This design comes from an exercise in tuning for small area, a short achievable clock period and few clock cycles per item on the open sky130 flow, not from production work.
Function was checked by simulation only, so behaviour that the tests miss may differ from the original.

// pv_perturb_observe_mppt
module pv_perturb_observe_mppt (
	input  logic        clk,
	input  logic        arst_n,
	input  logic        sample_valid,
	output logic        sample_ready,
	input  logic [1:0]  sample_action,
	input  logic [14:0] sample_pv_voltage,
	input  logic [14:0] sample_pv_current,
	input  logic [14:0] sample_charge_current,
	input  logic        sample_pause,
	output logic        result_valid,
	input  logic        result_ready,
	output logic [14:0] result_voltage_ref,
	output logic        result_evaluated,
	output logic        result_forced_pulldown,
	input  logic        cfg_valid,
	output logic        cfg_ready,
	input  logic [2:0]  cfg_index,
	input  logic [15:0] cfg_data
);
clock: 11.5 ns
lec_check: 0
cap_margin: 20
core_margin: 2
core_utilization: 40
slew_margin: 20
standard.sh (not shown) runs the stock make flow with config.mk's settings and CLKGATE_MAP_FILE= SYNTH_SCRIPT=/design/flow/synth_recipe.tcl, a recipe that flattens the netlist after the stock synthesis.
==> flow/flow/run.sh <==
#!/bin/bash
# Standard ORFS layout, with the timing repair steps aiming for extra setup slack.
# The clock period and all constraints stay the design's; only the repair target changes.
set -euo pipefail
MARGIN=$(cat flow/margin.txt)
bash standard.sh SETUP_SLACK_MARGIN=$MARGIN finish > flow_standard.log 2>&1
==> flow/flow/margin.txt <==
7.5
The first run ran to the end with no violations.
Testbench counts at the start, summed over its fixed seeds: cycles 12,107, items 12,083.
==> next run, changes <==
==> flow/run.sh (new file) <==
#!/bin/bash
# synth_recipe.tcl (not shown) runs the flow's synth.tcl, then flattens the netlist and writes it again
# the make line also repeats each setting of config.mk as NAME=value (left out here)
make -C /OpenROAD-flow-scripts/flow DESIGN_CONFIG=/design/flow/config.mk WORK_HOME=/design/flow/orfs CLKGATE_MAP_FILE= SYNTH_SCRIPT=/design/flow/synth_recipe.tcl finish
removed: flow/flow/run.sh
removed: flow/flow/margin.txt
removed: flow/standard.sh
Worst hold slack gets better by 0.019 ns.
Via count went down by about 3.7%.
Synthesized cell count stays the same.
Worst setup slack gets worse by 1.1 ns.
Clock-buffer cell count went up by 3.
Routed wire length went down by about 7%.
Clock skew hardly moves.
==> next run, changes <==
--- a/flow/config.mk
+++ b/flow/config.mk
@@ -10,2 +10,3 @@
 export CORE_UTILIZATION = 40
+export SETUP_SLACK_MARGIN = 5
 export SLEW_MARGIN = 20
The changed run produced a clean layout.
Routed wire length goes up by a few percent.
Global-route usage goes up by 0.75 points.
Non-clock buffer count goes up by 111.
Worst setup slack is better by 1.1 ns.
Count of clock-buffer cells in the layout goes up by 1.
Worst hold slack hardly moves.


## rev 12
pv_perturb_observe_mppt, a different RTL version from the one above (not shown whole).
Size: about 390 flip-flops, ~92 I/O pins.
export LEC_CHECK = 0
export CAP_MARGIN = 20
export CORE_MARGIN = 2
export CORE_UTILIZATION = 40
export SLEW_MARGIN = 20
create_clock -name core_clock -period 11.5 [get_ports {clk}]
==> flow/flow/run.sh <==
#!/bin/bash
# Standard ORFS layout (the standard.sh), with extra make settings read from
# flow/knobs.txt: the timing repair aims for extra setup slack and the port buffers use a
# plain buffer cell. The clock period and all constraints stay the design's.
set -euo pipefail
mapfile -t KNOBS < <(grep -v '^#' flow/knobs.txt | grep .)
bash standard.sh "${KNOBS[@]}" finish > flow_standard.log 2>&1
==> flow/flow/knobs.txt <==
SETUP_SLACK_MARGIN=8
BUFFER_PORTS_ARGS=-buffer_cell sky130_fd_sc_hd__buf_2
Testbench counts of rev 12, summed over its fixed seeds: cycles 12,115, items 12,083.
### rev 12 -> rev 13
--- a/flow/flow/knobs.txt
+++ b/flow/flow/knobs.txt
@@ -1 +1 @@
-SETUP_SLACK_MARGIN=8
+SETUP_SLACK_MARGIN=7
[summary]
Every run in the comparison, rev 12 and rev 13, completed the flow with a clean layout. Reported for rev 12 and rev 13, number of non-clock inverters in the layout turned out identical to the last digit. Delta (rev 13 minus rev 12): effective utilization at floorplan closely matched the old numbers; fmax decreased by about 10% relative to the old numbers.


Another version of the RTL of pv_perturb_observe_mppt (not shown whole).
Size: about 360 flip-flops, roughly 92 I/O pins.
Settings: LEC_CHECK=0, CAP_MARGIN=20, CORE_MARGIN=2, CORE_UTILIZATION=40, SLEW_MARGIN=20; clock period 11.5 ns.
==> flow/flow/knobs.txt <==
SETUP_SLACK_MARGIN=7
BUFFER_PORTS_ARGS=-buffer_cell sky130_fd_sc_hd__buf_2
Scripts as last shown in full above: flow/flow/run.sh
The baseline went through all stages and came out clean.
Testbench counts at the start, summed over its fixed seeds: cycles 12,115, items 12,083.
Then changed:
==> flow/flow/run.sh (replaced) <==
#!/bin/bash
# Standard ORFS layout, with the timing repair steps aiming for extra setup slack.
# The clock period and all constraints stay the design's; only the repair target changes.
set -euo pipefail
MARGIN=$(cat flow/margin.txt)
bash standard.sh SETUP_SLACK_MARGIN=$MARGIN finish > flow_standard.log 2>&1
==> flow/flow/margin.txt (new file) <==
8
removed: flow/flow/knobs.txt
- global-route usage went up by 1.1 points
- cell count went up by about 2.7%
- via count went up by 2.3%
- worst hold slack gets worse by 5.7 ps
- routed wire length went up by 2.7%
- cell area went up by about 6.6%
- non-clock buffer count went up by 103

-- afterwards: timing with drivers on the ports --
How much do the figures lean on ideal ports? The routed layouts below were timed once more, with nothing changed but the port constraints.
Step 1, drivers: a clkbuf_16 drives clk and a buf_2 each remaining input, both assumed.
Step 2 adds t to the input delays and takes it off the output delays; t is the mean of the earliest and latest rising clock arrival at the registers after step 1. Input paths then give back, and output paths get back, about the clock's delay inside the block.
Slacks: no drivers / after step 1 / after step 2; pairs: no drivers / after step 1.
run | t, ns | slack for setup (ns) | hold WS [ns] | clock arrival spread, ns | worst slew at a driven data input, ns
the first run of note 1 | 0.617 | 5.066 / 5.066 / 5.066 | 0.404 / 0.404 / 0.404 | 0.031 / 0.031 | 0.05
the second run of note 1 | 0.615 | 3.985 / 3.985 / 3.985 | 0.423 / 0.423 / 0.423 | 0.029 / 0.029 | 0.05
the third run of note 1 | 0.619 | 5.052 / 5.052 / 5.052 | 0.422 / 0.422 / 0.422 | 0.030 / 0.030 | 0.05
rev 12 | 0.643 | 7.620 / 7.620 / 7.466 | 0.429 / 0.429 / 0.429 | 0.055 / 0.055 | 0.05
rev 13 | 0.658 | 7.192 / 7.192 / 7.192 | 0.439 / 0.439 / 0.439 | 0.053 / 0.054 | 0.04
the first run of note 3 | 0.649 | 6.834 / 6.834 / 6.834 | 0.426 / 0.426 / 0.426 | 0.033 / 0.033 | 0.05
the second run of note 3 | 0.647 | 6.836 / 6.836 / 6.836 | 0.420 / 0.420 / 0.420 | 0.029 / 0.029 | 0.06
After both steps setup and hold are still met in every run listed. The setup slack of rev 12, which loses most, moves by 0.000 ns with the drivers and by -0.154 ns with both steps.
